What follows belongs to an exercise in optimizing a design on an open flow for small area, a short achievable clock period and few clock cycles per item; a production flow would make more cautious choices. The RTL was checked by simulation tests, not by an equivalence proof against the original design. Power is estimated from default activity; no workload was simulated.

==> flow/design.v <==
`timescale 1ns / 1ps
package hcka_pkg;
    localparam int CH_W      = 8;
    localparam int HUE_W     = 9;
    localparam int BQ_W      = 3;      
    localparam int BR_W      = 6;      
    localparam int CFG_IDX_W = 1;
    localparam int CFG_W     = HUE_W;
    localparam int S_DATA_W  = 24;
    localparam int M_DATA_W  = 32;
    localparam logic [CFG_IDX_W-1:0] REG_HUE_LOW  = 1'b0;
    localparam logic [CFG_IDX_W-1:0] REG_HUE_HIGH = 1'b1;
    localparam logic [BQ_W-1:0] LO_Q_RST = 3'd2;
    localparam logic [BR_W-1:0] LO_R_RST = 6'd11;
    localparam logic [BQ_W-1:0] HI_Q_RST = 3'd2;
    localparam logic [BR_W-1:0] HI_R_RST = 6'd25;
endpackage
`timescale 1ns / 1ps
import hcka_pkg::*;
module hcka_sector (
    input  logic [hcka_pkg::CH_W-1:0] red,
    input  logic [hcka_pkg::CH_W-1:0] green,
    input  logic [hcka_pkg::CH_W-1:0] blue,
    output logic                      rg_neg,    
    output logic                      rb_neg,    
    output logic                      gb_neg,    
    output logic [hcka_pkg::CH_W-1:0] delta,
    output logic [hcka_pkg::CH_W-1:0] t
);
    logic [CH_W-1:0] rg, rb, gb;
    logic [5:0]      sext;
    logic [2:0]      cls;       
    hcka_absdiff u_rg (.a(red),   .b(green), .dif(rg), .lt(rg_neg));
    hcka_absdiff u_rb (.a(red),   .b(blue),  .dif(rb), .lt(rb_neg));
    hcka_absdiff u_gb (.a(green), .b(blue),  .dif(gb), .lt(gb_neg));
    hcka_sext u_sext (.rg_neg(rg_neg), .rb_neg(rb_neg), .gb_neg(gb_neg), .sext(sext));
    assign cls[0] = sext[0] | sext[3];
    assign cls[1] = sext[1] | sext[4];
    assign cls[2] = sext[2] | sext[5];
    assign t     = ({CH_W{cls[0]}} & gb) | ({CH_W{cls[1]}} & rg) | ({CH_W{cls[2]}} & rb);
    assign delta = ({CH_W{cls[0]}} & rb) | ({CH_W{cls[1]}} & gb) | ({CH_W{cls[2]}} & rg);
endmodule
module hcka_sext (
    input  logic       rg_neg,
    input  logic       rb_neg,
    input  logic       gb_neg,
    output logic [5:0] sext
);
    logic r_max, g_max, b_max;
    assign r_max = !rg_neg && !rb_neg;
    assign g_max = !r_max && !gb_neg;
    assign b_max = !r_max && gb_neg;
    assign sext[0] = r_max && !gb_neg;
    assign sext[5] = r_max &&  gb_neg;
    assign sext[1] = g_max && !rb_neg;
    assign sext[2] = g_max &&  rb_neg;
    assign sext[4] = b_max && !rg_neg;
    assign sext[3] = b_max &&  rg_neg;
endmodule
module hcka_absdiff (
    input  logic [7:0] a,
    input  logic [7:0] b,
    output logic [7:0] dif,
    output logic       lt
);
    logic g0_1, p0_1, g0_3, p0_3, g0_5, p0_5, g0_7, p0_7, g1_2, p1_2, g1_3, p1_3, g1_6, p1_6, g1_7, p1_7, g2_4, p2_4, g2_5, p2_5, g2_6, p2_6, g2_7, p2_7;
    logic [7:0] p, g, q;
    assign p = ~(a ^ b);    
    assign g = a & ~b;      
    assign q = a | ~b;      
    assign g0_1 = g[1] | (q[1] & g[0]);
    assign p0_1 = q[1] & q[0];
    assign g0_3 = g[3] | (q[3] & g[2]);
    assign p0_3 = q[3] & q[2];
    assign g0_5 = g[5] | (q[5] & g[4]);
    assign p0_5 = q[5] & q[4];
    assign g0_7 = g[7] | (q[7] & g[6]);
    assign p0_7 = q[7] & q[6];
    assign g1_2 = g[2] | (q[2] & g0_1);
    assign p1_2 = q[2] & p0_1;
    assign g1_3 = g0_3 | (p0_3 & g0_1);
    assign p1_3 = p0_3 & p0_1;
    assign g1_6 = g[6] | (q[6] & g0_5);
    assign p1_6 = q[6] & p0_5;
    assign g1_7 = g0_7 | (p0_7 & g0_5);
    assign p1_7 = p0_7 & p0_5;
    assign g2_4 = g[4] | (q[4] & g1_3);
    assign p2_4 = q[4] & p1_3;
    assign g2_5 = g0_5 | (p0_5 & g1_3);
    assign p2_5 = p0_5 & p1_3;
    assign g2_6 = g1_6 | (p1_6 & g1_3);
    assign p2_6 = p1_6 & p1_3;
    assign g2_7 = g1_7 | (p1_7 & g1_3);
    assign p2_7 = p1_7 & p1_3;
    assign dif[0] = lt ? ~p[0] : ~p[0];
    assign dif[1] = lt ? ~(p[1] ^ g[0]) : (p[1] ^ (g[0] | q[0]));
    assign dif[2] = lt ? ~(p[2] ^ g0_1) : (p[2] ^ (g0_1 | p0_1));
    assign dif[3] = lt ? ~(p[3] ^ g1_2) : (p[3] ^ (g1_2 | p1_2));
    assign dif[4] = lt ? ~(p[4] ^ g1_3) : (p[4] ^ (g1_3 | p1_3));
    assign dif[5] = lt ? ~(p[5] ^ g2_4) : (p[5] ^ (g2_4 | p2_4));
    assign dif[6] = lt ? ~(p[6] ^ g2_5) : (p[6] ^ (g2_5 | p2_5));
    assign dif[7] = lt ? ~(p[7] ^ g2_6) : (p[7] ^ (g2_6 | p2_6));
    assign lt = ~(g2_7 | p2_7);
endmodule
module hcka_cmp_0 (
    input  logic [2:0] one,
    input  logic [2:0] two,
    input  logic [2:0] neg,
    input  logic [7:0] d,
    input  logic [7:0] t,
    output logic       y
);
    logic n1, n2, n3, n4, n5, n6, n7, n8, n9, n10, n11, n12, n13, n14, n15, n16, n17, n18, n19, n20, n21, n22, n23, n24, n25, n26, n27, n28, n29, n30, n31, n32, n33, n34, n35, n36, n37, n38, n39, n40, n41, n42, n43, n44, n45, n46, n47, n48, n49, n50, n51, n52, n53, n54, n55, n56, n57, n58, n59, n60, n61, n62, n63, n64, n65, n66, n67, n68, n69, n70, n71, n72, n73, n74, n75, n76, n77, n78, n79, n80, n81, n82, n83, n84, n85, n86, n87, n88, n89, n90, n91, n92, n93, n94, n95, n96, n97, n98, n99, n100, n101, n102, n103, n104, n105, n106, n107, n108, n109, n110, n111, n112, n113, n114, n115, n116, n117, n118, n119, n120, n121, n122, n123, n124, n125, n126, n127, n128, n129, n130, n131, n132, n133, n134, n135, n136, n137, n138, n139, n140, n141, n142, n143, n144, n145, n146, n147, n148, n149, n150, n151, n152, n153, n154, n155, n156;
    assign n1 = (((one[0] & d[4]) | (two[0] & d[3])) ^ neg[0]) ^ (((one[1] & d[2]) | (two[1] & d[1])) ^ neg[1]);
    assign n2 = (((one[0] & d[4]) | (two[0] & d[3])) ^ neg[0]) & (((one[1] & d[2]) | (two[1] & d[1])) ^ neg[1]);
    assign n3 = (((one[0] & d[5]) | (two[0] & d[4])) ^ neg[0]) ^ (((one[1] & d[3]) | (two[1] & d[2])) ^ neg[1]) ^ (((one[2] & d[1]) | (two[2] & d[0])) ^ neg[2]);
    assign n4 = ((((one[0] & d[5]) | (two[0] & d[4])) ^ neg[0]) & (((one[1] & d[3]) | (two[1] & d[2])) ^ neg[1])) | ((((one[0] & d[5]) | (two[0] & d[4])) ^ neg[0]) & (((one[2] & d[1]) | (two[2] & d[0])) ^ neg[2])) | ((((one[1] & d[3]) | (two[1] & d[2])) ^ neg[1]) & (((one[2] & d[1]) | (two[2] & d[0])) ^ neg[2]));
    assign n5 = t[3] ^ 1'b1;
    assign n6 = t[3] & 1'b1;
    assign n7 = (((one[0] & d[6]) | (two[0] & d[5])) ^ neg[0]) ^ (((one[1] & d[4]) | (two[1] & d[3])) ^ neg[1]) ^ (((one[2] & d[2]) | (two[2] & d[1])) ^ neg[2]);
    assign n8 = ((((one[0] & d[6]) | (two[0] & d[5])) ^ neg[0]) & (((one[1] & d[4]) | (two[1] & d[3])) ^ neg[1])) | ((((one[0] & d[6]) | (two[0] & d[5])) ^ neg[0]) & (((one[2] & d[2]) | (two[2] & d[1])) ^ neg[2])) | ((((one[1] & d[4]) | (two[1] & d[3])) ^ neg[1]) & (((one[2] & d[2]) | (two[2] & d[1])) ^ neg[2]));
    assign n9 = (neg[2] & d[0]) ^ t[4] ^ (~t[0]);
    assign n10 = ((neg[2] & d[0]) & t[4]) | ((neg[2] & d[0]) & (~t[0])) | (t[4] & (~t[0]));
    assign n11 = (((one[0] & d[7]) | (two[0] & d[6])) ^ neg[0]) ^ (((one[1] & d[5]) | (two[1] & d[4])) ^ neg[1]) ^ (((one[2] & d[3]) | (two[2] & d[2])) ^ neg[2]);
    assign n12 = ((((one[0] & d[7]) | (two[0] & d[6])) ^ neg[0]) & (((one[1] & d[5]) | (two[1] & d[4])) ^ neg[1])) | ((((one[0] & d[7]) | (two[0] & d[6])) ^ neg[0]) & (((one[2] & d[3]) | (two[2] & d[2])) ^ neg[2])) | ((((one[1] & d[5]) | (two[1] & d[4])) ^ neg[1]) & (((one[2] & d[3]) | (two[2] & d[2])) ^ neg[2]));
    assign n13 = (neg[2] & d[1]) ^ t[5] ^ (~t[1]);
    assign n14 = ((neg[2] & d[1]) & t[5]) | ((neg[2] & d[1]) & (~t[1])) | (t[5] & (~t[1]));
    assign n15 = (((two[0] & d[7])) ^ neg[0]) ^ (((one[1] & d[6]) | (two[1] & d[5])) ^ neg[1]) ^ (((one[2] & d[4]) | (two[2] & d[3])) ^ neg[2]);
    assign n16 = ((((two[0] & d[7])) ^ neg[0]) & (((one[1] & d[6]) | (two[1] & d[5])) ^ neg[1])) | ((((two[0] & d[7])) ^ neg[0]) & (((one[2] & d[4]) | (two[2] & d[3])) ^ neg[2])) | ((((one[1] & d[6]) | (two[1] & d[5])) ^ neg[1]) & (((one[2] & d[4]) | (two[2] & d[3])) ^ neg[2]));
    assign n17 = (neg[2] & d[2]) ^ t[6] ^ (~t[2]);
    assign n18 = ((neg[2] & d[2]) & t[6]) | ((neg[2] & d[2]) & (~t[2])) | (t[6] & (~t[2]));
    assign n19 = (((one[1] & d[7]) | (two[1] & d[6])) ^ neg[1]) ^ (((one[2] & d[5]) | (two[2] & d[4])) ^ neg[2]) ^ (neg[2] & d[3]);
    assign n20 = ((((one[1] & d[7]) | (two[1] & d[6])) ^ neg[1]) & (((one[2] & d[5]) | (two[2] & d[4])) ^ neg[2])) | ((((one[1] & d[7]) | (two[1] & d[6])) ^ neg[1]) & (neg[2] & d[3])) | ((((one[2] & d[5]) | (two[2] & d[4])) ^ neg[2]) & (neg[2] & d[3]));
    assign n21 = t[7] ^ (~t[3]) ^ (~(~neg[0]));
    assign n22 = (t[7] & (~t[3])) | (t[7] & (~(~neg[0]))) | ((~t[3]) & (~(~neg[0])));
    assign n23 = (((two[1] & d[7])) ^ neg[1]) ^ (((one[2] & d[6]) | (two[2] & d[5])) ^ neg[2]) ^ (neg[2] & d[4]);
    assign n24 = ((((two[1] & d[7])) ^ neg[1]) & (((one[2] & d[6]) | (two[2] & d[5])) ^ neg[2])) | ((((two[1] & d[7])) ^ neg[1]) & (neg[2] & d[4])) | ((((one[2] & d[6]) | (two[2] & d[5])) ^ neg[2]) & (neg[2] & d[4]));
    assign n25 = (~t[4]) ^ 1'b1 ^ (~neg[0]);
    assign n26 = ((~t[4]) & 1'b1) | ((~t[4]) & (~neg[0])) | (1'b1 & (~neg[0]));
    assign n27 = (~neg[1]) ^ (((one[2] & d[7]) | (two[2] & d[6])) ^ neg[2]) ^ (neg[2] & d[5]);
    assign n28 = ((~neg[1]) & (((one[2] & d[7]) | (two[2] & d[6])) ^ neg[2])) | ((~neg[1]) & (neg[2] & d[5])) | ((((one[2] & d[7]) | (two[2] & d[6])) ^ neg[2]) & (neg[2] & d[5]));
    assign n29 = (((two[2] & d[7])) ^ neg[2]) ^ (neg[2] & d[6]);
    assign n30 = (((two[2] & d[7])) ^ neg[2]) & (neg[2] & d[6]);
    assign n31 = (((one[0] & d[2]) | (two[0] & d[1])) ^ neg[0]) ^ (((one[1] & d[0])) ^ neg[1]);
    assign n32 = (((one[0] & d[2]) | (two[0] & d[1])) ^ neg[0]) & (((one[1] & d[0])) ^ neg[1]);
    assign n33 = (((one[0] & d[3]) | (two[0] & d[2])) ^ neg[0]) ^ (((one[1] & d[1]) | (two[1] & d[0])) ^ neg[1]);
    assign n34 = (((one[0] & d[3]) | (two[0] & d[2])) ^ neg[0]) & (((one[1] & d[1]) | (two[1] & d[0])) ^ neg[1]);
    assign n35 = (((one[2] & d[0])) ^ neg[2]) ^ neg[2] ^ t[2];
    assign n36 = ((((one[2] & d[0])) ^ neg[2]) & neg[2]) | ((((one[2] & d[0])) ^ neg[2]) & t[2]) | (neg[2] & t[2]);
    assign n37 = 1'b1 ^ n3 ^ n5;
    assign n38 = (1'b1 & n3) | (1'b1 & n5) | (n3 & n5);
    assign n39 = n7 ^ n9 ^ n4;
    assign n40 = (n7 & n9) | (n7 & n4) | (n9 & n4);
    assign n41 = n11 ^ n13 ^ n8;
    assign n42 = (n11 & n13) | (n11 & n8) | (n13 & n8);
    assign n43 = n15 ^ n17 ^ n12;
    assign n44 = (n15 & n17) | (n15 & n12) | (n17 & n12);
    assign n45 = n19 ^ n21 ^ n16;
    assign n46 = (n19 & n21) | (n19 & n16) | (n21 & n16);
    assign n47 = n23 ^ n25 ^ n20;
    assign n48 = (n23 & n25) | (n23 & n20) | (n25 & n20);
    assign n49 = (~t[5]) ^ n27 ^ n24;
    assign n50 = ((~t[5]) & n27) | ((~t[5]) & n24) | (n27 & n24);
    assign n51 = (~t[6]) ^ 1'b1 ^ n29;
    assign n52 = ((~t[6]) & 1'b1) | ((~t[6]) & n29) | (1'b1 & n29);
    assign n53 = (~neg[2]) ^ (neg[2] & d[7]) ^ (~t[7]);
    assign n54 = ((~neg[2]) & (neg[2] & d[7])) | ((~neg[2]) & (~t[7])) | ((neg[2] & d[7]) & (~t[7]));
    assign n55 = neg[1] ^ t[0];
    assign n56 = neg[1] & t[0];
    assign n57 = t[1] ^ n33 ^ n32;
    assign n58 = (t[1] & n33) | (t[1] & n32) | (n33 & n32);
    assign n59 = n1 ^ n35 ^ n34;
    assign n60 = (n1 & n35) | (n1 & n34) | (n35 & n34);
    assign n61 = n2 ^ n37 ^ n36;
    assign n62 = (n2 & n37) | (n2 & n36) | (n37 & n36);
    assign n63 = n6 ^ n39 ^ n38;
    assign n64 = (n6 & n39) | (n6 & n38) | (n39 & n38);
    assign n65 = n10 ^ n41 ^ n40;
    assign n66 = (n10 & n41) | (n10 & n40) | (n41 & n40);
    assign n67 = n14 ^ n43 ^ n42;
    assign n68 = (n14 & n43) | (n14 & n42) | (n43 & n42);
    assign n69 = n18 ^ n45 ^ n44;
    assign n70 = (n18 & n45) | (n18 & n44) | (n45 & n44);
    assign n71 = n22 ^ n47 ^ n46;
    assign n72 = (n22 & n47) | (n22 & n46) | (n47 & n46);
    assign n73 = n26 ^ n49 ^ n48;
    assign n74 = (n26 & n49) | (n26 & n48) | (n49 & n48);
    assign n75 = n28 ^ n51 ^ n50;
    assign n76 = (n28 & n51) | (n28 & n50) | (n51 & n50);
    assign n77 = n30 ^ n53 ^ n52;
    assign n78 = (n30 & n53) | (n30 & n52) | (n53 & n52);
    assign n79 = (((one[0] & d[0])) ^ neg[0]) & neg[0];
    assign n93 = (((one[0] & d[0])) ^ neg[0]) | neg[0];
    assign n80 = (((one[0] & d[1]) | (two[0] & d[0])) ^ neg[0]) & 1'b0;
    assign n94 = (((one[0] & d[1]) | (two[0] & d[0])) ^ neg[0]) | 1'b0;
    assign n81 = n31 & n55;
    assign n95 = n31 | n55;
    assign n82 = n57 & n56;
    assign n96 = n57 | n56;
    assign n83 = n59 & n58;
    assign n97 = n59 | n58;
    assign n84 = n61 & n60;
    assign n98 = n61 | n60;
    assign n85 = n63 & n62;
    assign n99 = n63 | n62;
    assign n86 = n65 & n64;
    assign n100 = n65 | n64;
    assign n87 = n67 & n66;
    assign n101 = n67 | n66;
    assign n88 = n69 & n68;
    assign n102 = n69 | n68;
    assign n89 = n71 & n70;
    assign n103 = n71 | n70;
    assign n90 = n73 & n72;
    assign n104 = n73 | n72;
    assign n91 = n75 & n74;
    assign n105 = n75 | n74;
    assign n92 = n77 & n76;
    assign n106 = n77 | n76;
    assign n107 = n80 | (n94 & n79);
    assign n108 = n94 & n93;
    assign n109 = n82 | (n96 & n81);
    assign n110 = n96 & n95;
    assign n111 = n84 | (n98 & n83);
    assign n112 = n98 & n97;
    assign n113 = n86 | (n100 & n85);
    assign n114 = n100 & n99;
    assign n115 = n88 | (n102 & n87);
    assign n116 = n102 & n101;
    assign n117 = n90 | (n104 & n89);
    assign n118 = n104 & n103;
    assign n119 = n92 | (n106 & n91);
    assign n120 = n106 & n105;
    assign n121 = n81 | (n95 & n107);
    assign n122 = n95 & n108;
    assign n123 = n109 | (n110 & n107);
    assign n124 = n110 & n108;
    assign n125 = n85 | (n99 & n111);
    assign n126 = n99 & n112;
    assign n127 = n113 | (n114 & n111);
    assign n128 = n114 & n112;
    assign n129 = n89 | (n103 & n115);
    assign n130 = n103 & n116;
    assign n131 = n117 | (n118 & n115);
    assign n132 = n118 & n116;
    assign n133 = n83 | (n97 & n123);
    assign n134 = n97 & n124;
    assign n135 = n111 | (n112 & n123);
    assign n136 = n112 & n124;
    assign n137 = n125 | (n126 & n123);
    assign n138 = n126 & n124;
    assign n139 = n127 | (n128 & n123);
    assign n140 = n128 & n124;
    assign n141 = n91 | (n105 & n131);
    assign n142 = n105 & n132;
    assign n143 = n119 | (n120 & n131);
    assign n144 = n120 & n132;
    assign n145 = n87 | (n101 & n139);
    assign n146 = n101 & n140;
    assign n147 = n115 | (n116 & n139);
    assign n148 = n116 & n140;
    assign n149 = n129 | (n130 & n139);
    assign n150 = n130 & n140;
    assign n151 = n131 | (n132 & n139);
    assign n152 = n132 & n140;
    assign n153 = n141 | (n142 & n139);
    assign n154 = n142 & n140;
    assign n155 = n143 | (n144 & n139);
    assign n156 = n144 & n140;
    assign y = n54 ^ n78 ^ n155;
endmodule
module hcka_cmp_1 (
    input  logic [2:0] one,
    input  logic [2:0] two,
    input  logic [2:0] neg,
    input  logic [7:0] d,
    input  logic [7:0] t,
    output logic       y
);
    logic n1, n2, n3, n4, n5, n6, n7, n8, n9, n10, n11, n12, n13, n14, n15, n16, n17, n18, n19, n20, n21, n22, n23, n24, n25, n26, n27, n28, n29, n30, n31, n32, n33, n34, n35, n36, n37, n38, n39, n40, n41, n42, n43, n44, n45, n46, n47, n48, n49, n50, n51, n52, n53, n54, n55, n56, n57, n58, n59, n60, n61, n62, n63, n64, n65, n66, n67, n68, n69, n70, n71, n72, n73, n74, n75, n76, n77, n78, n79, n80, n81, n82, n83, n84, n85, n86, n87, n88, n89, n90, n91, n92, n93, n94, n95, n96, n97, n98, n99, n100, n101, n102, n103, n104, n105, n106, n107, n108, n109, n110, n111, n112, n113, n114, n115, n116, n117, n118, n119, n120, n121, n122, n123, n124, n125, n126, n127, n128, n129, n130, n131, n132, n133, n134, n135, n136, n137, n138, n139, n140, n141, n142, n143, n144, n145, n146, n147, n148, n149, n150, n151, n152, n153, n154, n155, n156, n157, n158, n159, n160, n161, n162, n163, n164, n165, n166;
    assign n1 = (((one[0] & d[2]) | (two[0] & d[1])) ^ neg[0]) ^ (((one[1] & d[0])) ^ neg[1]);
    assign n2 = (((one[0] & d[2]) | (two[0] & d[1])) ^ neg[0]) & (((one[1] & d[0])) ^ neg[1]);
    assign n3 = (((one[0] & d[3]) | (two[0] & d[2])) ^ neg[0]) ^ (((one[1] & d[1]) | (two[1] & d[0])) ^ neg[1]);
    assign n4 = (((one[0] & d[3]) | (two[0] & d[2])) ^ neg[0]) & (((one[1] & d[1]) | (two[1] & d[0])) ^ neg[1]);
    assign n5 = (((one[0] & d[4]) | (two[0] & d[3])) ^ neg[0]) ^ (((one[1] & d[2]) | (two[1] & d[1])) ^ neg[1]) ^ (((one[2] & d[0])) ^ neg[2]);
    assign n6 = ((((one[0] & d[4]) | (two[0] & d[3])) ^ neg[0]) & (((one[1] & d[2]) | (two[1] & d[1])) ^ neg[1])) | ((((one[0] & d[4]) | (two[0] & d[3])) ^ neg[0]) & (((one[2] & d[0])) ^ neg[2])) | ((((one[1] & d[2]) | (two[1] & d[1])) ^ neg[1]) & (((one[2] & d[0])) ^ neg[2]));
    assign n7 = neg[2] ^ t[2];
    assign n8 = neg[2] & t[2];
    assign n9 = (((one[0] & d[5]) | (two[0] & d[4])) ^ neg[0]) ^ (((one[1] & d[3]) | (two[1] & d[2])) ^ neg[1]) ^ (((one[2] & d[1]) | (two[2] & d[0])) ^ neg[2]);
    assign n10 = ((((one[0] & d[5]) | (two[0] & d[4])) ^ neg[0]) & (((one[1] & d[3]) | (two[1] & d[2])) ^ neg[1])) | ((((one[0] & d[5]) | (two[0] & d[4])) ^ neg[0]) & (((one[2] & d[1]) | (two[2] & d[0])) ^ neg[2])) | ((((one[1] & d[3]) | (two[1] & d[2])) ^ neg[1]) & (((one[2] & d[1]) | (two[2] & d[0])) ^ neg[2]));
    assign n11 = t[3] ^ 1'b1;
    assign n12 = t[3] & 1'b1;
    assign n13 = (((one[0] & d[6]) | (two[0] & d[5])) ^ neg[0]) ^ (((one[1] & d[4]) | (two[1] & d[3])) ^ neg[1]) ^ (((one[2] & d[2]) | (two[2] & d[1])) ^ neg[2]);
    assign n14 = ((((one[0] & d[6]) | (two[0] & d[5])) ^ neg[0]) & (((one[1] & d[4]) | (two[1] & d[3])) ^ neg[1])) | ((((one[0] & d[6]) | (two[0] & d[5])) ^ neg[0]) & (((one[2] & d[2]) | (two[2] & d[1])) ^ neg[2])) | ((((one[1] & d[4]) | (two[1] & d[3])) ^ neg[1]) & (((one[2] & d[2]) | (two[2] & d[1])) ^ neg[2]));
    assign n15 = (neg[2] & d[0]) ^ t[4] ^ (~t[0]);
    assign n16 = ((neg[2] & d[0]) & t[4]) | ((neg[2] & d[0]) & (~t[0])) | (t[4] & (~t[0]));
    assign n17 = (((one[0] & d[7]) | (two[0] & d[6])) ^ neg[0]) ^ (((one[1] & d[5]) | (two[1] & d[4])) ^ neg[1]) ^ (((one[2] & d[3]) | (two[2] & d[2])) ^ neg[2]);
    assign n18 = ((((one[0] & d[7]) | (two[0] & d[6])) ^ neg[0]) & (((one[1] & d[5]) | (two[1] & d[4])) ^ neg[1])) | ((((one[0] & d[7]) | (two[0] & d[6])) ^ neg[0]) & (((one[2] & d[3]) | (two[2] & d[2])) ^ neg[2])) | ((((one[1] & d[5]) | (two[1] & d[4])) ^ neg[1]) & (((one[2] & d[3]) | (two[2] & d[2])) ^ neg[2]));
    assign n19 = (neg[2] & d[1]) ^ t[5] ^ (~t[1]);
    assign n20 = ((neg[2] & d[1]) & t[5]) | ((neg[2] & d[1]) & (~t[1])) | (t[5] & (~t[1]));
    assign n21 = (((two[0] & d[7])) ^ neg[0]) ^ (((one[1] & d[6]) | (two[1] & d[5])) ^ neg[1]) ^ (((one[2] & d[4]) | (two[2] & d[3])) ^ neg[2]);
    assign n22 = ((((two[0] & d[7])) ^ neg[0]) & (((one[1] & d[6]) | (two[1] & d[5])) ^ neg[1])) | ((((two[0] & d[7])) ^ neg[0]) & (((one[2] & d[4]) | (two[2] & d[3])) ^ neg[2])) | ((((one[1] & d[6]) | (two[1] & d[5])) ^ neg[1]) & (((one[2] & d[4]) | (two[2] & d[3])) ^ neg[2]));
    assign n23 = (neg[2] & d[2]) ^ t[6] ^ (~t[2]);
    assign n24 = ((neg[2] & d[2]) & t[6]) | ((neg[2] & d[2]) & (~t[2])) | (t[6] & (~t[2]));
    assign n25 = (((one[1] & d[7]) | (two[1] & d[6])) ^ neg[1]) ^ (((one[2] & d[5]) | (two[2] & d[4])) ^ neg[2]) ^ (neg[2] & d[3]);
    assign n26 = ((((one[1] & d[7]) | (two[1] & d[6])) ^ neg[1]) & (((one[2] & d[5]) | (two[2] & d[4])) ^ neg[2])) | ((((one[1] & d[7]) | (two[1] & d[6])) ^ neg[1]) & (neg[2] & d[3])) | ((((one[2] & d[5]) | (two[2] & d[4])) ^ neg[2]) & (neg[2] & d[3]));
    assign n27 = t[7] ^ (~t[3]) ^ (~(~neg[0]));
    assign n28 = (t[7] & (~t[3])) | (t[7] & (~(~neg[0]))) | ((~t[3]) & (~(~neg[0])));
    assign n29 = (((two[1] & d[7])) ^ neg[1]) ^ (((one[2] & d[6]) | (two[2] & d[5])) ^ neg[2]) ^ (neg[2] & d[4]);
    assign n30 = ((((two[1] & d[7])) ^ neg[1]) & (((one[2] & d[6]) | (two[2] & d[5])) ^ neg[2])) | ((((two[1] & d[7])) ^ neg[1]) & (neg[2] & d[4])) | ((((one[2] & d[6]) | (two[2] & d[5])) ^ neg[2]) & (neg[2] & d[4]));
    assign n31 = (~t[4]) ^ 1'b1 ^ (~neg[0]);
    assign n32 = ((~t[4]) & 1'b1) | ((~t[4]) & (~neg[0])) | (1'b1 & (~neg[0]));
    assign n33 = (~neg[1]) ^ (((one[2] & d[7]) | (two[2] & d[6])) ^ neg[2]) ^ (neg[2] & d[5]);
    assign n34 = ((~neg[1]) & (((one[2] & d[7]) | (two[2] & d[6])) ^ neg[2])) | ((~neg[1]) & (neg[2] & d[5])) | ((((one[2] & d[7]) | (two[2] & d[6])) ^ neg[2]) & (neg[2] & d[5]));
    assign n35 = (((two[2] & d[7])) ^ neg[2]) ^ (neg[2] & d[6]);
    assign n36 = (((two[2] & d[7])) ^ neg[2]) & (neg[2] & d[6]);
    assign n37 = neg[1] ^ t[0];
    assign n38 = neg[1] & t[0];
    assign n39 = t[1] ^ 1'b1 ^ n3;
    assign n40 = (t[1] & 1'b1) | (t[1] & n3) | (1'b1 & n3);
    assign n41 = 1'b1 ^ n5 ^ n7;
    assign n42 = (1'b1 & n5) | (1'b1 & n7) | (n5 & n7);
    assign n43 = n9 ^ n11 ^ n6;
    assign n44 = (n9 & n11) | (n9 & n6) | (n11 & n6);
    assign n45 = n13 ^ n15 ^ n10;
    assign n46 = (n13 & n15) | (n13 & n10) | (n15 & n10);
    assign n47 = n17 ^ n19 ^ n14;
    assign n48 = (n17 & n19) | (n17 & n14) | (n19 & n14);
    assign n49 = n21 ^ n23 ^ n18;
    assign n50 = (n21 & n23) | (n21 & n18) | (n23 & n18);
    assign n51 = n25 ^ n27 ^ n22;
    assign n52 = (n25 & n27) | (n25 & n22) | (n27 & n22);
    assign n53 = n29 ^ n31 ^ n26;
    assign n54 = (n29 & n31) | (n29 & n26) | (n31 & n26);
    assign n55 = (~t[5]) ^ n33 ^ n30;
    assign n56 = ((~t[5]) & n33) | ((~t[5]) & n30) | (n33 & n30);
    assign n57 = (~t[6]) ^ 1'b1 ^ n35;
    assign n58 = ((~t[6]) & 1'b1) | ((~t[6]) & n35) | (1'b1 & n35);
    assign n59 = (~neg[2]) ^ (neg[2] & d[7]) ^ (~t[7]);
    assign n60 = ((~neg[2]) & (neg[2] & d[7])) | ((~neg[2]) & (~t[7])) | ((neg[2] & d[7]) & (~t[7]));
    assign n61 = (((one[0] & d[0])) ^ neg[0]) ^ neg[0];
    assign n62 = (((one[0] & d[0])) ^ neg[0]) & neg[0];
    assign n63 = (((one[0] & d[1]) | (two[0] & d[0])) ^ neg[0]) ^ 1'b1;
    assign n64 = (((one[0] & d[1]) | (two[0] & d[0])) ^ neg[0]) & 1'b1;
    assign n65 = 1'b1 ^ n1 ^ n37;
    assign n66 = (1'b1 & n1) | (1'b1 & n37) | (n1 & n37);
    assign n67 = n2 ^ n39 ^ n38;
    assign n68 = (n2 & n39) | (n2 & n38) | (n39 & n38);
    assign n69 = n4 ^ n41 ^ n40;
    assign n70 = (n4 & n41) | (n4 & n40) | (n41 & n40);
    assign n71 = n8 ^ n43 ^ n42;
    assign n72 = (n8 & n43) | (n8 & n42) | (n43 & n42);
    assign n73 = n12 ^ n45 ^ n44;
    assign n74 = (n12 & n45) | (n12 & n44) | (n45 & n44);
    assign n75 = n16 ^ n47 ^ n46;
    assign n76 = (n16 & n47) | (n16 & n46) | (n47 & n46);
    assign n77 = n20 ^ n49 ^ n48;
    assign n78 = (n20 & n49) | (n20 & n48) | (n49 & n48);
    assign n79 = n24 ^ n51 ^ n50;
    assign n80 = (n24 & n51) | (n24 & n50) | (n51 & n50);
    assign n81 = n28 ^ n53 ^ n52;
    assign n82 = (n28 & n53) | (n28 & n52) | (n53 & n52);
    assign n83 = n32 ^ n55 ^ n54;
    assign n84 = (n32 & n55) | (n32 & n54) | (n55 & n54);
    assign n85 = n34 ^ n57 ^ n56;
    assign n86 = (n34 & n57) | (n34 & n56) | (n57 & n56);
    assign n87 = n36 ^ n59 ^ n58;
    assign n88 = (n36 & n59) | (n36 & n58) | (n59 & n58);
    assign n89 = 1'b1 & n61;
    assign n103 = 1'b1 | n61;
    assign n90 = n63 & n62;
    assign n104 = n63 | n62;
    assign n91 = n65 & n64;
    assign n105 = n65 | n64;
    assign n92 = n67 & n66;
    assign n106 = n67 | n66;
    assign n93 = n69 & n68;
    assign n107 = n69 | n68;
    assign n94 = n71 & n70;
    assign n108 = n71 | n70;
    assign n95 = n73 & n72;
    assign n109 = n73 | n72;
    assign n96 = n75 & n74;
    assign n110 = n75 | n74;
    assign n97 = n77 & n76;
    assign n111 = n77 | n76;
    assign n98 = n79 & n78;
    assign n112 = n79 | n78;
    assign n99 = n81 & n80;
    assign n113 = n81 | n80;
    assign n100 = n83 & n82;
    assign n114 = n83 | n82;
    assign n101 = n85 & n84;
    assign n115 = n85 | n84;
    assign n102 = n87 & n86;
    assign n116 = n87 | n86;
    assign n117 = n90 | (n104 & n89);
    assign n118 = n104 & n103;
    assign n119 = n92 | (n106 & n91);
    assign n120 = n106 & n105;
    assign n121 = n94 | (n108 & n93);
    assign n122 = n108 & n107;
    assign n123 = n96 | (n110 & n95);
    assign n124 = n110 & n109;
    assign n125 = n98 | (n112 & n97);
    assign n126 = n112 & n111;
    assign n127 = n100 | (n114 & n99);
    assign n128 = n114 & n113;
    assign n129 = n102 | (n116 & n101);
    assign n130 = n116 & n115;
    assign n131 = n91 | (n105 & n117);
    assign n132 = n105 & n118;
    assign n133 = n119 | (n120 & n117);
    assign n134 = n120 & n118;
    assign n135 = n95 | (n109 & n121);
    assign n136 = n109 & n122;
    assign n137 = n123 | (n124 & n121);
    assign n138 = n124 & n122;
    assign n139 = n99 | (n113 & n125);
    assign n140 = n113 & n126;
    assign n141 = n127 | (n128 & n125);
    assign n142 = n128 & n126;
    assign n143 = n93 | (n107 & n133);
    assign n144 = n107 & n134;
    assign n145 = n121 | (n122 & n133);
    assign n146 = n122 & n134;
    assign n147 = n135 | (n136 & n133);
    assign n148 = n136 & n134;
    assign n149 = n137 | (n138 & n133);
    assign n150 = n138 & n134;
    assign n151 = n101 | (n115 & n141);
    assign n152 = n115 & n142;
    assign n153 = n129 | (n130 & n141);
    assign n154 = n130 & n142;
    assign n155 = n97 | (n111 & n149);
    assign n156 = n111 & n150;
    assign n157 = n125 | (n126 & n149);
    assign n158 = n126 & n150;
    assign n159 = n139 | (n140 & n149);
    assign n160 = n140 & n150;
    assign n161 = n141 | (n142 & n149);
    assign n162 = n142 & n150;
    assign n163 = n151 | (n152 & n149);
    assign n164 = n152 & n150;
    assign n165 = n153 | (n154 & n149);
    assign n166 = n154 & n150;
    assign y = n60 ^ n88 ^ n165;
endmodule
`timescale 1ns / 1ps
import hcka_pkg::*;
module hue_chroma_key_alpha_unit (
    input  logic                               aclk,
    input  logic                               aresetn,
    input  logic                               s_tvalid,
    output logic                               s_tready,
    input  logic [hcka_pkg::S_DATA_W-1:0]      s_tdata,    
    output logic                               m_tvalid,
    input  logic                               m_tready,
    output logic [hcka_pkg::M_DATA_W-1:0]      m_tdata,    
    input  logic                               cfg_wr_en,
    input  logic [hcka_pkg::CFG_IDX_W-1:0]     cfg_index,
    input  logic [hcka_pkg::CFG_W-1:0]         cfg_wdata
);
    logic [BQ_W-1:0] lo_q_reg, hi_q_reg;
    logic [8:0]      lo_rb_reg, hi_rb_reg;    
    logic [BQ_W-1:0] wr_q_ge, wr_q_gt;
    logic [BR_W-1:0] wr_r_ge, wr_r_gt;
    logic              rg_neg, rb_neg, gb_neg;
    logic [CH_W-1:0]   delta, t;
    logic                en1, en2;
    logic                v1_reg;
    logic [S_DATA_W-1:0] s1_rgb_reg;
    logic [CH_W-1:0]     s1_delta_reg, s1_t_reg;
    logic                s1_rg_neg_reg, s1_rb_neg_reg, s1_gb_neg_reg;
    logic [5:0]          sext;
    logic [5:0]          lo_gt_mask, lo_eq_mask, hi_lt_mask, hi_eq_mask;
    logic                lo_lt, hi_le;
    logic                lo_in, hi_in;
    logic                key_reg;
    logic [S_DATA_W-1:0] rgb_reg;
    always_comb begin
        wr_q_ge = '0;
        wr_q_gt = '0;
        for (int k = 1; k <= 6; k++) begin
            if (cfg_wdata >= CFG_W'(60 * k)) wr_q_ge = BQ_W'(k);
            if (cfg_wdata >  CFG_W'(60 * k)) wr_q_gt = BQ_W'(k);
        end
    end
    assign wr_r_ge = {cfg_wdata[5:2] + {1'b0, wr_q_ge}, cfg_wdata[1:0]};
    assign wr_r_gt = {cfg_wdata[5:2] + {1'b0, wr_q_gt}, cfg_wdata[1:0]};
    always_ff @(posedge aclk) begin
        if (!aresetn) begin
            lo_q_reg <= LO_Q_RST;
            lo_rb_reg <= booth(LO_R_RST);
            hi_q_reg <= HI_Q_RST;
            hi_rb_reg <= booth(HI_R_RST);
        end else if (cfg_wr_en) begin
            unique case (cfg_index)
                REG_HUE_LOW:  begin lo_q_reg <= wr_q_ge; lo_rb_reg <= booth(wr_r_ge); end
                REG_HUE_HIGH: begin hi_q_reg <= wr_q_gt; hi_rb_reg <= booth(wr_r_gt); end
                default: ;
            endcase
        end
    end
    function automatic logic [8:0] booth(input logic [BR_W-1:0] r);
        logic [6:0] x;
        logic [2:0] one, two, neg;
        x = {r, 1'b0};
        for (int i = 0; i < 3; i++) begin
            one[i] = x[2*i+1] ^ x[2*i];
            two[i] = (x[2*i+2] & !x[2*i+1] & !x[2*i]) | (!x[2*i+2] & x[2*i+1] & x[2*i]);
            neg[i] = x[2*i+2];
        end
        booth = {neg, two, one};
    endfunction
    assign en2      = !m_tvalid || m_tready;
    assign en1      = !v1_reg || en2;
    assign s_tready = en1;
    always_ff @(posedge aclk) begin
        if (!aresetn) begin
            v1_reg   <= 1'b0;
            m_tvalid <= 1'b0;
        end else begin
            if (en1) v1_reg   <= s_tvalid;
            if (en2) m_tvalid <= v1_reg;
        end
    end
    hcka_sector u_sector (
        .red    (s_tdata[7:0]),
        .green  (s_tdata[15:8]),
        .blue   (s_tdata[23:16]),
        .rg_neg (rg_neg),
        .rb_neg (rb_neg),
        .gb_neg (gb_neg),
        .delta  (delta),
        .t      (t)
    );
    always_ff @(posedge aclk) begin
        if (en1) begin
            s1_rgb_reg    <= s_tdata;
            s1_delta_reg  <= delta;
            s1_t_reg      <= t;
            s1_rg_neg_reg <= rg_neg;
            s1_rb_neg_reg <= rb_neg;
            s1_gb_neg_reg <= gb_neg;
        end
    end
    hcka_sext u_sext (
        .rg_neg (s1_rg_neg_reg),
        .rb_neg (s1_rb_neg_reg),
        .gb_neg (s1_gb_neg_reg),
        .sext   (sext)
    );
    always_comb begin
        for (int k = 0; k < 6; k++) begin
            lo_gt_mask[k] = BQ_W'(k) >  lo_q_reg;
            lo_eq_mask[k] = BQ_W'(k) == lo_q_reg;
            hi_lt_mask[k] = BQ_W'(k) <  hi_q_reg;
            hi_eq_mask[k] = BQ_W'(k) == hi_q_reg;
        end
    end
    hcka_cmp_0 u_lo (.one(lo_rb_reg[2:0]), .two(lo_rb_reg[5:3]), .neg(lo_rb_reg[8:6]),
                     .d(s1_delta_reg), .t(s1_t_reg), .y(lo_lt));
    hcka_cmp_1 u_hi (.one(hi_rb_reg[2:0]), .two(hi_rb_reg[5:3]), .neg(hi_rb_reg[8:6]),
                     .d(s1_delta_reg), .t(s1_t_reg), .y(hi_le));
    assign lo_in = |(sext & lo_gt_mask) || (|(sext & lo_eq_mask) && lo_lt);
    assign hi_in = |(sext & hi_lt_mask) || (|(sext & hi_eq_mask) && !hi_le);
    always_ff @(posedge aclk) begin
        if (en2) begin
            key_reg <= lo_in && hi_in;
            rgb_reg <= s1_rgb_reg;
        end
    end
    assign m_tdata = {{CH_W{!key_reg}}, rgb_reg};
endmodule
==> flow/flow/run.sh <==
#!/bin/bash
# The standard layout (the standard.sh, unchanged synthesis), with plain buf_1 cells as
# the port buffers in place of the delay buffers that buffer_ports picks by default.
set -euo pipefail
export BUFFER_PORTS_ARGS="-buffer_cell sky130_fd_sc_hd__buf_1"
bash standard.sh finish > standard.log 2>&1
==> flow/standard.sh <==
#!/bin/bash
# synth_recipe.tcl (not shown) runs the flow's synth.tcl, then flattens the netlist and writes it again
# the make line also repeats each setting of config.mk as NAME=value (left out here)
make -C /OpenROAD-flow-scripts/flow DESIGN_CONFIG=/design/flow/config.mk WORK_HOME=/design/flow/orfs CLKGATE_MAP_FILE= SYNTH_SCRIPT=/design/flow/synth_recipe.tcl "${@:-finish}"
==> flow/config.mk <==
export PLATFORM = sky130hd
export DESIGN_NAME = hue_chroma_key_alpha_unit
export DESIGN_NICKNAME = hue_chroma_key_alpha_unit
export VERILOG_FILES = /design/flow/design.v
export SDC_FILE = /design/flow/constraint.sdc
export NUM_CORES = 4
export LEC_CHECK = 0
export ABC_AREA = 1
export CAP_MARGIN = 20
export CORE_MARGIN = 2
export CORE_UTILIZATION = 40
export SETUP_SLACK_MARGIN = 2.2
export SLEW_MARGIN = 20
==> flow/constraint.sdc <==
create_clock -name core_clock -period 6.0 [get_ports {aclk}]
set_input_delay 1.2000 -clock core_clock [delete_from_list [all_inputs] [get_ports {aclk}]]
set_output_delay 1.2000 -clock core_clock [all_outputs]
set_load 0.01 [all_outputs]
==> Implementation_results.wiki, run 1 <==
{| class="wikitable"
! Metric !! Value
|-
| Result of the run || no timing/DRC/antenna violations
|-
| Max-cap violations || 0
|-
| Endpoint of the worst register-to-register path || key_reg$_DFFE_PP_
|-
| Largest net degree at the start of global routing || 44
|-
| Cell count after synthesis || 1,138
|-
| Crit share post-route || 0.645
|-
| Post-layout utilization of the core || 0.466
|-
| PnR Total Power || 0.00577 W
|-
| Number of enable-type register cells in the synthesized netlist || 68
|-
| Last element of the critical path || key_reg$_DFFE_PP_
|-
| Max-slew headroom || 0.483
|-
| Class of the tightest hold or removal check || reg -> reg
|-
| Clock H-tree levels || 3
|-
| Global-route wire length before repair || 37.7 mm
|-
| Critical path type || reg -> reg
|-
| Max Transition Viols Final || 0
|-
| CTS sink count || 94
|-
| Antenna violations before repair || 0
|-
| Layout Nets || 1,405
|-
| Flip-flop and latch count after synthesis || 94
|-
| Clock buffer count from CTS || 9
|-
| Fraction of final layout cells with drive strength greater than 1 || 0.106
|-
| Iter 0 DRT Violations || 361
|-
| Met1 track utilization from global routing || 0.238
|-
| Shortest period the worst path allows || 3.87 ns
|-
| Number of endpoints failing setup at the final stage || 0
|-
| Max IR drop VDD || 0.000437 V
|-
| Global router's overall resource usage || 0.200
|-
| Setup TNS || 0 ns
|-
| FF-to-FF path depth || 19
|-
| CTS tree || yes
|-
| Multi-input logic area || 5820 um2
|-
| Placed cell count || 1,466
|-
| Met3 Use GR || 0.0375
|-
| Number of fillers in the final layout || 2,268
|-
| Setup slack of the worst register-to-register path || 2.13 ns
|-
| Vias || 7,575
|-
| Residual overflow from global routing || 0
|-
| DIE HEIGHT || 156 um
|-
| Clock root buffer master || clkbuf_16
|-
| Area added between synthesis and finish || 14.3%
|-
| Wirelength, routed || 23.6 mm
|-
| Unrepaired setup endpoints after global routing || yes
|-
| Die area || 24,400 um2
|-
| Proportion of register bits with asynchronous set or reset after synthesis || 0
|-
| Beginning of the critical path || s1_delta_reg[5]$_DFFE_PP_
|-
| I/O pin total || 73
|-
| Count of buffers from port buffering || 72
|-
| Highest-count cells in the layout ignoring fill and taps || 227 x inv_1, 217 x nand2_1, 72 x buf_1
|-
| Cell Pwr Density || 545 nW/um2
|-
| Clk Latency, worst-skew pair || 0.35 ns
|-
| Antenna diodes || 0
|-
| Slew at the pin with the worst max-slew slack || 0.776 ns
|-
| Die span in x || 156 um
|-
| Critical register-to-register path startpoint || s1_delta_reg[5]$_DFFE_PP_
|-
| Main area contributors after synthesis || edfxtp_1 22%, fa_1 15%, ha_1 9.6%
|-
| Per-cell routed wire length || 15.6 um
|-
| Yosys top cell area share || 0.221
|-
| Starting density of the core || 0.408
|-
| Sequential element share of the synthesized area || 0.277
|-
| Final Hold Fails || 0
|-
| Initial DRT Pass Iterations || 4
|-
| Warnings from Yosys || 1
|-
| GR Util met2 || 0.348
|-
| Most used flip-flop cell after synthesis || edfxtp_1
|-
| Vias per Instance || 4.99
|-
| GP Congestion || 0.926
|-
| Post-synthesis area per instance || 8.14 um2
|-
| Largest driver fanout on the critical path || 5
|-
| Total half-perimeter wirelength after legalization and detailed placement || 18.6 mm
|-
| Number of buffers between clock root and the deepest sink || 2
|-
| Leak Pwr || 5.10 nW
|-
| Post-synthesis instance area || 9260 um2
|-
| CTS Hold Buffers Added || 0
|-
| Residual DRC count || 0
|-
| Net count after synthesis || 1,316
|-
| Highest Clock Rate || 258 MHz
|-
| Routed Antenna Nets || 0
|-
| Count of placed standard cells in the final layout, fillers left out || 1,517
|-
| Vias in the first global route || 7,506
|-
| Required time of the worst setup path || 6.12 ns
|-
| Clock slew at reported path FFs || 0.07 ns
|-
| Std cell rows || 55
|-
| Commonest non-fill, non-tap cell in the layout || inv_1
|-
| Highest-utilization routing layer at the global route stage || met2
|-
| Total core area || 22,700 um2
|-
| Skew final || 0.0126 ns
|-
| Area occupied by registers || 2570 um2
|-
| Critical Path End Type || register
|-
| Startpoint types || register
|-
| Distinct cell type count of the synthesized netlist || 42
|-
| Data arrival, critical path || 3.98 ns
|-
| Area leader, netlist || edfxtp_1
|}
what timing repair did:
action,4_1_cts,5_1_grt
gates resized for setup,42,26
endpoints found under the setup margin,1,8
cloned,1,0
pin swaps,32,23
endpoints found under the hold margin,0,0
buffers inserted,22,12
worst min path at each step:
stage,cells after the start,endpoint,slack [ns],from
2_1_floorplan,0,rgb_reg[0]$_DFFE_PP_,0.40,s1_rgb_reg[0]$_DFFE_PP_
3_3_place_gp,0,rgb_reg[7]$_DFFE_PP_,0.40,s1_rgb_reg[7]$_DFFE_PP_
5_1_grt,0,rgb_reg[22]$_DFFE_PP_,0.43,s1_rgb_reg[22]$_DFFE_PP_
3_5_place_dp,0,rgb_reg[20]$_DFFE_PP_,0.41,s1_rgb_reg[20]$_DFFE_PP_
4_1_cts,0,rgb_reg[22]$_DFFE_PP_,0.43,s1_rgb_reg[22]$_DFFE_PP_
6_report,0,rgb_reg[6]$_DFFE_PP_,0.42,s1_rgb_reg[6]$_DFFE_PP_
cells by family (layout without fill, tap and decap cells):
logic type / after synthesis / count (layout) / synth area share
AOI/OAI and AO/OA: 182 / 182 / 0.116
and+or+nand+nor: 364 / 364 / 0.166
xor gates and xnor gates: 84 / 84 / 0.0795
DFF: 94 / 94 / 0.277
adders and majority gates: 139 / 139 / 0.243
buffers and inverters: 275 / 369 / 0.119
stage by stage:
stage	hold slack [ns]	setup WS, ns	instance area [um2]
after floorplan	0.400	2.28	9260
after global placement	0.401	1.91	9730
after detailed placement	0.406	1.89	9730
after CTS	0.425	2.20	10300
after global routing	0.429	1.96	10600
final	0.422	2.13	10600
routing by layer:
| layer | share of wire | routed length (um) | vias up |
|---|---|---|---|
| met5 | 0 | 0 | - |
| met4 | 0.043 | 1030 | 0 |
| met3 | 0.043 | 1020 | 51 |
| met2 | 0.49 | 11600 | 142 |
| met1 | 0.42 | 10000 | 3587 |
| li1 | - | - | 3795 |
area by class of cell:
class                   count  share of cell area
clock buffers               9              0.0213
clock inverters             7             0.00709
inverters                 243              0.0885
multi-input cells         769               0.550
flip-flops and latches     94               0.243
well taps                 285              0.0337
repair buffers            109              0.0561
repair inverters            1            0.000709
where the power goes:
group | switching (W) | total, W | internal [W] | leakage, nW
Sequential | 0.000122 | 0.000921 | 0.000799 | 0.935
Combinational | 0.00246 | 0.00427 | 0.00181 | 4.02
Clock | 0.000286 | 0.000581 | 0.000295 | 0.144
critical path: stages (launching register included):
cell and delay [ns]:
edfxtp_1 0.46, clkinvlp_4 0.25, buf_6 0.19, o22ai_1 0.13, xor2_1 0.22, fa_1 0.45
fa_1 0.50, inv_1 0.05, fa_1 0.53, inv_1 0.05, o21ai_2 0.12, inv_1 0.06
a21oi_2 0.14, nand2_2 0.08, nand2_2 0.08, nand3_1 0.07, nand3_1 0.08, nand2_1 0.06
nand2_1 0.07, inv_1 0.04
Yosys cell counts, drive strengths merged, types with 3 or more instances:
library cell	n
clkinv	6
a31oi	4
ha	71
buf	15
clkbuf	17
nand2	223
dfxtp	26
fa	68
o21bai	4
o211ai	8
o21ai	69
a21o	3
a21oi	41
nor3	9
nor2	56
inv	237
xnor2	14
o22ai	43
o31ai	3
or2	7
nand3	66
xor2	70
o221ai	3
nand4	3
edfxtp	68
Testbench counts, summed over its fixed seeds: cycles 16,400, items 16,384.
==> run 2: changes to the inputs <==
--- a/flow/config.mk
+++ b/flow/config.mk
@@ -11,3 +11,3 @@
 export CORE_UTILIZATION = 40
-export SETUP_SLACK_MARGIN = 2.2
+export SETUP_SLACK_MARGIN = 3.0
 export SLEW_MARGIN = 20
==> run 2 against run 1 <==
Effect of this change:
- still clean on timing, DRC and antenna
- setup slack better by 0.13 ns
- global-route usage decreased by 0.64 points
- hold slack worse by 0.0030 ns
- clock skew down 0.0066 ns
- synthesized cell count did not move
- die area did not move
- first-iteration DRC count up 29%
- critical path type unchanged
==> Implementation_results.wiki, run 2 <==
{| class="wikitable"
! Metric !! Value
|-
| Routed Antenna Nets || 0 (unchanged)
|-
| Proportion of register bits with asynchronous set or reset after synthesis || 0 (unchanged)
|-
| Crit share post-route || 0.624 (-0.0213)
|-
| Critical Path End Type || register
|-
| Data arrival, critical path || 3.86 ns (-0.12 ns)
|-
| Layout Nets || 1,409 (+0.28%)
|-
| Wirelength, routed || 23.0 mm (-2.6%)
|-
| Least setup slack across all paths after layout || 2.26 ns (+0.128 ns)
|-
| GP Congestion || 0.913 (-1.4%)
|-
| Vias in the first global route || 7,561 (+0.73%)
|-
| Global router's overall resource usage || 0.194 (-0.00642)
|-
| Largest net degree at the start of global routing || 27 (-39%)
|-
| Flip-flop and latch count after synthesis || 94 (unchanged)
|-
| Last element of the critical path || key_reg$_DFFE_PP_
|-
| Std cell rows || 55 (unchanged)
|-
| Number of fillers in the final layout || 2,205 (-2.8%)
|-
| Total half-perimeter wirelength after legalization and detailed placement || 17.6 mm (-5.3%)
|-
| Library cell with the highest instance count after synthesis || inv_1
|-
| Met2 WL post-DR || 11.5 mm (-0.77%)
|-
| Clock H-tree levels || 3 (unchanged)
|-
| Slew at the pin with the worst max-slew slack || 0.708 ns (-0.0681 ns)
|-
| Critical register-to-register path startpoint || s1_delta_reg[6]$_DFFE_PP_
|-
| Net count after synthesis || 1,316 (unchanged)
|-
| WL met1 || 9.81 mm (-2.2%)
|-
| Max-cap violations || 0 (unchanged)
|-
| Initial DRT Pass Iterations || 7 (+3)
|-
| Clk Latency, worst-skew pair || 0.35 ns (about the same)
|-
| Global-route wire length before repair || 37.3 mm (-0.97%)
|-
| Area added between synthesis and finish || 18.5%
|-
| Critical path type || reg -> reg
|-
| Residual DRC count || 0 (unchanged)
|-
| Fraction of final layout cells with drive strength greater than 1 || 0.183 (+0.0773)
|-
| Setup TNS || 0 ns (unchanged)
|-
| Vias || 7,634 (+0.78%)
|-
| Highest-count cells in the layout ignoring fill and taps || 206 x inv_1, 205 x nand2_1, 68 x xor2_1, 68 x edfxtp_1, 63 x ha_1
|-
| Post-synthesis instance area || 9260 um2 (unchanged)
|-
| Leak Pwr || 5.26 nW (+3.1%)
|-
| Distinct cell type count of the synthesized netlist || 42 (unchanged)
|-
| Vias per Instance || 5.02 (+0.51%)
|-
| Max IR drop VDD || 0.000376 V (-14%)
|-
| Count of buffers from port buffering || 72 (unchanged)
|-
| Endpoint of the worst register-to-register path || key_reg$_DFFE_PP_
|-
| Die area || 24,400 um2 (unchanged)
|-
| CTS tree || yes
|-
| Shortest period the worst path allows || 3.74 ns (-0.128 ns)
|-
| Largest driver fanout on the critical path || 5 (unchanged)
|-
| DIE HEIGHT || 156 um (unchanged)
|-
| Top layer reached by signal wires || met4
|-
| Top cells by count, synth || 234 x inv_1, 219 x nand2_1, 71 x ha_1, 70 x xor2_1
|-
| Startpoint types || register
|-
| Antenna diodes || 0 (unchanged)
|-
| Area leader, netlist || edfxtp_1
|-
| Number of buffers between clock root and the deepest sink || 2 (unchanged)
|-
| Total core area || 22,700 um2 (unchanged)
|-
| CTS sink count || 94 (unchanged)
|-
| Highest Clock Rate || 267 MHz (+3.4%)
|-
| Warnings from Yosys || 1 (unchanged)
|-
| Residual overflow from global routing || 0 (unchanged)
|-
| Setup slack of the worst register-to-register path || 2.26 ns (+0.13 ns)
|-
| Final Hold Fails || 0 (unchanged)
|-
| Total met3 wirelength after detailed routing || 1.07 mm (+5.0%)
|-
| Cell Pwr Density || 508 nW/um2 (-6.8%)
|-
| FF-to-FF path depth || 20 (+1)
|-
| Antenna violations before repair || 0 (unchanged)
|-
| Required time of the worst setup path || 6.12 ns (about the same)
|-
| Unrepaired setup endpoints after global routing || yes
|-
| Most used flip-flop cell after synthesis || edfxtp_1
|-
| Sequential element share of the synthesized area || 0.277 (unchanged)
|-
| Yosys top cell area share || 0.221 (unchanged)
|-
| Post-synthesis area per instance || 8.14 um2 (unchanged)
|-
| Number of endpoints failing setup at the final stage || 0 (unchanged)
|-
| Skew final || 0.00591 ns (-0.00665 ns)
|-
| Clock root buffer master || clkbuf_16
|-
| Class of the tightest hold or removal check || reg -> reg
|-
| Per-cell routed wire length || 15.1 um (-2.9%)
|-
| Number of enable-type register cells in the synthesized netlist || 68 (unchanged)
|-
| Result of the run || no timing/DRC/antenna violations
|-
| Max Transition Viols Final || 0 (unchanged)
|-
| DP Worst Slack || 1.92 ns (+0.0308 ns)
|-
| I/O pin total || 73 (unchanged)
|-
| Clock buffer count from CTS || 9 (unchanged)
|-
| Iter 0 DRT Violations || 466 (+29%)
|-
| Main area contributors after synthesis || edfxtp_1 22%, fa_1 15%, ha_1 9.6%
|-
| Max-slew headroom || 0.528 (+0.0454)
|-
| Starting density of the core || 0.408 (unchanged)
|-
| Clock slew at reported path FFs || 0.07 ns (about the same)
|-
| Die span in x || 156 um (unchanged)
|-
| Beginning of the critical path || s1_delta_reg[6]$_DFFE_PP_
|-
| Cell count after synthesis || 1,138 (unchanged)
|-
| Commonest non-fill, non-tap cell in the layout || inv_1
|}
[run 2: how the worst min path moves through the flow]
stage,from,to,slack [ns],cells past startpoint
after floorplan,s1_rgb_reg[0]$_DFFE_PP_,rgb_reg[0]$_DFFE_PP_,0.40,0
after global placement,s1_rgb_reg[6]$_DFFE_PP_,rgb_reg[6]$_DFFE_PP_,0.40,0
after detailed placement,s1_rgb_reg[6]$_DFFE_PP_,rgb_reg[6]$_DFFE_PP_,0.41,0
after CTS,s1_rgb_reg[6]$_DFFE_PP_,rgb_reg[6]$_DFFE_PP_,0.42,0
after global routing,s1_rgb_reg[5]$_DFFE_PP_,rgb_reg[5]$_DFFE_PP_,0.42,0
final,s1_rgb_reg[6]$_DFFE_PP_,rgb_reg[6]$_DFFE_PP_,0.42,0
[run 2: final cells by class]
| type | instances | area [um2] | share of cell area |
|---|---|---|---|
| Clock buffer | 9 | 225 | 0.0205 |
| Clock inverter | 7 | 93.8 | 0.00855 |
| Inverter | 243 | 976 | 0.0889 |
| Multi-Input combinational cell | 770 | 5970 | 0.544 |
| Sequential cell | 94 | 2570 | 0.234 |
| Tap cell | 285 | 357 | 0.0325 |
| Timing Repair Buffer | 112 | 776 | 0.0707 |
| Timing Repair inverter | 1 | 7.51 | 0.000684 |
[run 2: routing by layer]
| metal | GRT usage | vias up |
|---|---|---|
| met5 | 0 | - |
| met4 | 0.0673 | 0 |
| li1 | - | 3815 |
| met3 | 0.0314 | 45 |
| met1 | 0.240 | 3557 |
| met2 | 0.342 | 217 |
[run 2: cells by family after synthesis]
group / count (synthesis) / share of synthesized area
and+or+nand+nor: 364 / 0.166
buffers and inverters: 275 / 0.119
AOI/OAI and AO/OA: 182 / 0.116
adders and majority gates: 139 / 0.243
DFF: 94 / 0.277
xor gates and xnor gates: 84 / 0.0795
[run 2: power by group]
group / total (W) / switching, W / internal, W
clock network: 0.000601 / 0.000267 / 0.000334
registers: 0.000931 / 0.000132 / 0.000800
logic: 0.00404 / 0.00235 / 0.00170
[run 2: through the flow]
step                instance area, um2  power, W   util  hold WS (ns)  std cells
floorplan                         9470   0.00394      -         0.400       1138
global placement                  9850   0.00461  0.434         0.402       1466
detailed placement                9850   0.00468  0.434         0.405       1466
CTS                              10500   0.00538  0.464         0.421       1500
global route                     11000   0.00633  0.483         0.424       1521
finish                           11000   0.00558  0.483         0.419       1521
[run 2: timing repair]
item                       CTS  global route
setup endpoints to repair   27            25
cloned                       2             2
pin swaps                   11            49
hold buffers                 0             0
setup buffers               16            19
resized for setup           59            98
[run 2: critical path, stage by stage, from the launching register on]
cell and delay [ns]:
edfxtp_1 0.51, clkinvlp_4 0.22, buf_4 0.17, o22ai_2 0.15
xor2_1 0.19, fa_1 0.46, fa_1 0.43, inv_1 0.08
fa_1 0.45, nand3_2 0.09, nand2_1 0.08, nor2_1 0.09
nand3_1 0.08, nand2_2 0.09, nand2_2 0.05, nand2_1 0.06
nand2_1 0.05, nand3_2 0.10, nand2_1 0.06, nand2_1 0.06
inv_1 0.03
==> run 3: changes to the inputs <==
--- a/flow/config.mk
+++ b/flow/config.mk
@@ -11,3 +11,3 @@
 export CORE_UTILIZATION = 40
-export SETUP_SLACK_MARGIN = 3.0
+export SETUP_SLACK_MARGIN = 2.4
 export SLEW_MARGIN = 20
==> run 3 against run 2 <==
Effect of this change:
- critical endpoint unchanged
- highest routed layer unchanged
- maximum frequency decreased by 3.6%
- clock power fell by 3%
- largest power group unchanged
- synthesized cell count unchanged
- first-iteration DRC count decreased by 4.5%
- utilization decreased by 1.4 points
- largest cell class unchanged
- cell count hardly changed
- critical path type unchanged
==> Implementation_results.wiki, run 3 <==
{| class="wikitable"
! Metric !! Value
|-
| Result of the run || no timing/DRC/antenna violations
|-
| Die area || 24,400 um2 (unchanged)
|-
| GP Congestion || 0.893 (-2.2%)
|-
| Max-slew headroom || 0.549 (+0.0202)
|-
| Crit share post-route || 0.647 (+0.0233)
|-
| Most used flip-flop cell after synthesis || edfxtp_1
|-
| WL met1 || 10.2 mm (+3.5%)
|-
| Post-layout utilization of the core || 0.469 (-0.0142)
|-
| Cell Pwr Density || 562 nW/um2 (+11%)
|-
| Largest net degree at the start of global routing || 42 (+56%)
|-
| Max-cap violations || 0 (unchanged)
|-
| Leak Pwr || 5.14 nW (-2.3%)
|-
| Iter 0 DRT Violations || 445 (-4.5%)
|-
| Std cell rows || 55 (unchanged)
|-
| Worst Hold Path EP || rgb_reg[22]$_DFFE_PP_
|-
| Residual overflow from global routing || 0 (unchanged)
|-
| Setup slack of the worst register-to-register path || 2.12 ns (-0.14 ns)
|-
| Critical path type || reg -> reg
|-
| Die span in x || 156 um (unchanged)
|-
| Number of endpoints failing setup at the final stage || 0 (unchanged)
|-
| Unrepaired setup endpoints after global routing || yes
|-
| Clk Latency, worst-skew pair || 0.36 ns (about the same)
|-
| Highest Clock Rate || 258 MHz (-3.6%)
|-
| Post-synthesis instance area || 9260 um2 (unchanged)
|-
| Top cells by count, synth || 234 x inv_1, 219 x nand2_1, 71 x ha_1, 70 x xor2_1
|-
| Wirelength, routed || 23.8 mm (+3.4%)
|-
| Number of enable-type register cells in the synthesized netlist || 68 (unchanged)
|-
| Highest-count cells in the layout ignoring fill and taps || 226 x inv_1, 212 x nand2_1, 71 x ha_1
|-
| Clock buffer count from CTS || 9 (unchanged)
|-
| Flip-flop and latch count after synthesis || 94 (unchanged)
|-
| Skew final || 0.0134 ns (+0.00745 ns)
|-
| Largest driver fanout on the critical path || 6 (+1)
|-
| Final Hold Fails || 0 (unchanged)
|-
| Top layer reached by signal wires || met4
|-
| Count of buffers from port buffering || 72 (unchanged)
|-
| Count of cells along the worst hold path || 0 (unchanged)
|-
| Global router's overall resource usage || 0.199 (+0.00541)
|-
| Setup TNS || 0 ns (unchanged)
|-
| Post-synthesis area per instance || 8.14 um2 (unchanged)
|-
| Class of the tightest hold or removal check || reg -> reg
|-
| Shortest period the worst path allows || 3.88 ns (+0.140 ns)
|-
| Clock root buffer master || clkbuf_16
|-
| Met2 WL post-DR || 12.0 mm (+4.5%)
|-
| Endpoint of the worst register-to-register path || key_reg$_DFFE_PP_
|-
| Routed Antenna Nets || 0 (unchanged)
|-
| Per-cell routed wire length || 15.6 um (+3.5%)
|-
| Total half-perimeter wirelength after legalization and detailed placement || 18.2 mm (+3.4%)
|-
| I/O pin total || 73 (unchanged)
|-
| Critical Path End Type || register
|-
| Sequential element share of the synthesized area || 0.277 (unchanged)
|-
| Antenna diodes || 0 (unchanged)
|-
| Global-route wire length before repair || 37.9 mm (+1.5%)
|-
| Slew at the pin with the worst max-slew slack || 0.677 ns (-0.0304 ns)
|-
| Number of buffers between clock root and the deepest sink || 2 (unchanged)
|-
| DIE HEIGHT || 156 um (unchanged)
|-
| Total core area || 22,700 um2 (unchanged)
|-
| Starting density of the core || 0.408 (unchanged)
|-
| CTS tree || yes
|-
| Warnings from Yosys || 1 (unchanged)
|-
| Worst min-delay path startpoint || s1_rgb_reg[22]$_DFFE_PP_
|-
| CTS sink count || 94 (unchanged)
|-
| Startpoint types || register
|-
| CTS Hold Buffers Added || 0 (unchanged)
|-
| FF-to-FF path depth || 18 (-10%)
|-
| Proportion of register bits with asynchronous set or reset after synthesis || 0 (unchanged)
|-
| Cell count after synthesis || 1,138 (unchanged)
|-
| Area leader, netlist || edfxtp_1
|-
| Vias || 7,657 (+0.30%)
|-
| Net count after synthesis || 1,316 (unchanged)
|-
| Clock slew at reported path FFs || 0.07 ns (about the same)
|-
| Vias in the first global route || 7,522 (-0.52%)
|-
| Data arrival, critical path || 4.00 ns (+0.14 ns)
|-
| Area added between synthesis and finish || 15.0%
|-
| Clock H-tree levels || 3 (unchanged)
|-
| Least setup slack across all paths after layout || 2.12 ns (-0.140 ns)
|-
| Critical register-to-register path startpoint || s1_delta_reg[6]$_DFFE_PP_
|-
| Initial DRT Pass Iterations || 5 (-2)
|-
| Layout Nets || 1,408 (-0.071%)
|-
| Max IR drop VDD || 0.000380 V (+1.1%)
|-
| Commonest non-fill, non-tap cell in the layout || inv_1
|-
| Library cell with the highest instance count after synthesis || inv_1
|-
| Distinct cell type count of the synthesized netlist || 42 (unchanged)
|-
| Fraction of final layout cells with drive strength greater than 1 || 0.126 (-0.0565)
|-
| Antenna violations before repair || 0 (unchanged)
|-
| Main area contributors after synthesis || edfxtp_1 22%, fa_1 15%, ha_1 9.6%
|-
| Yosys top cell area share || 0.221 (unchanged)
|-
| Max Transition Viols Final || 0 (unchanged)
|-
| Residual DRC count || 0 (unchanged)
|-
| Required time of the worst setup path || 6.12 ns (about the same)
|-
| Vias per Instance || 5.04 (+0.37%)
|-
| DP Worst Slack || 1.87 ns (-0.0527 ns)
|-
| Total met3 wirelength after detailed routing || 953 um (-11%)
|}
[run 3: worst max path at each step]
stage	from	end	cells past startpoint
after floorplan	s1_delta_reg[4]$_DFFE_PP_	key_reg$_DFFE_PP_	19
after CTS	s1_delta_reg[6]$_DFFE_PP_	key_reg$_DFFE_PP_	20
after global placement	hi_rb_reg[8]$_SDFFE_PN0P_	key_reg$_DFFE_PP_	17
after detailed placement	hi_rb_reg[8]$_SDFFE_PN0P_	key_reg$_DFFE_PP_	17
final	s1_delta_reg[6]$_DFFE_PP_	key_reg$_DFFE_PP_	18
after global routing	s1_delta_reg[5]$_DFFE_PP_	key_reg$_DFFE_PP_	20
[run 3: logic make-up after synthesis]
logic type,share of synthesized area
flip-flops,0.277
AO/OA/AOI/OAI,0.116
XOR/XNOR,0.0795
adder cells (fa/ha/maj),0.243
AND/OR/NAND/NOR,0.166
buffers and inverters,0.119
[run 3: power by group]
group | leakage, nW | switching, W | internal (W)
combinational | 4.06 | 0.00257 | 0.00192
clock | 0.144 | 0.000286 | 0.000295
sequential | 0.935 | 0.000117 | 0.000799
[run 3: area by class of cell]
class	count	area, um2
fillers	2212	12100
repair inverters	1	7.51
clock buffers	9	225
flip-flops and latches	94	2570
clock inverters	7	75.1
repair buffers	112	593
well taps	285	357
multi-input cells	769	5890
inverters	243	937
[run 3: metrics by stage]
stage	cell area [um2]	hold WS, ns	cells	power [W]
2_1_floorplan	9270	0.400	1138	0.00384
4_1_cts	10400	0.423	1510	0.00567
6_report	10700	0.421	1520	0.00599
5_1_grt	10700	0.427	1520	0.00668
3_3_place_gp	9730	0.401	1466	0.00456
3_5_place_dp	9730	0.405	1466	0.00464
[run 3: critical path, cell delays in order (launching register included)]
cell        delay [ns]
edfxtp_1          0.43
clkinvlp_4        0.24
buf_6             0.20
buf_6             0.12
o22ai_2           0.18
xor2_1            0.20
fa_1              0.47
fa_1              0.54
fa_1              0.45
nand2_1           0.11
a21oi_2           0.06
nand2_1           0.07
nand3_2           0.07
a21oi_2           0.14
nand3_1           0.09
nand3_1           0.08
nand2_1           0.07
nand2_2           0.09
inv_1             0.03
[run 3: what timing repair did]
item,in CTS,in global routing
setup endpoints to repair,2,23
endpoints found under the hold margin,0,0
resized for setup,51,36
buffers inserted,27,10
cloned,1,0
pin swaps,32,22
[run 3: metal layers]
metal / track usage / vias up
li1: - / 3803
met1: 0.239 / 3620
met2: 0.363 / 190
met3: 0.0303 / 44
met4: 0.0677 / 0
met5: 0 / -

## what the ideal ports hide
Ports are ideal in the flow. The routed layouts listed here were re-timed in OpenROAD. Step 1 assumes that a clkbuf_16 drives the clock port and a buf_2 every other input. Step 2 adds t to the input delays and takes it off the output delays; t is the mean of the earliest and latest rising clock arrival at the registers after step 1. Input paths then give back, and output paths get back, about the clock's delay inside the block. Three values: no drivers, after step 1, after step 2; two values: the first two.
| run | shift t [ns] | setup slack, ns | worst setup path at the end | cell pins on the clock port's net |
|---|---|---|---|---|
| run 1 | 0.396 | 2.131 / 2.131 / 2.131 | register to register | 1 |
| run 2 | 0.391 | 2.259 / 2.259 / 2.259 | register to register | 1 |
| run 3 | 0.399 | 2.119 / 2.119 / 2.119 | register to register | 1 |
After both steps setup and hold are still met in every run listed.
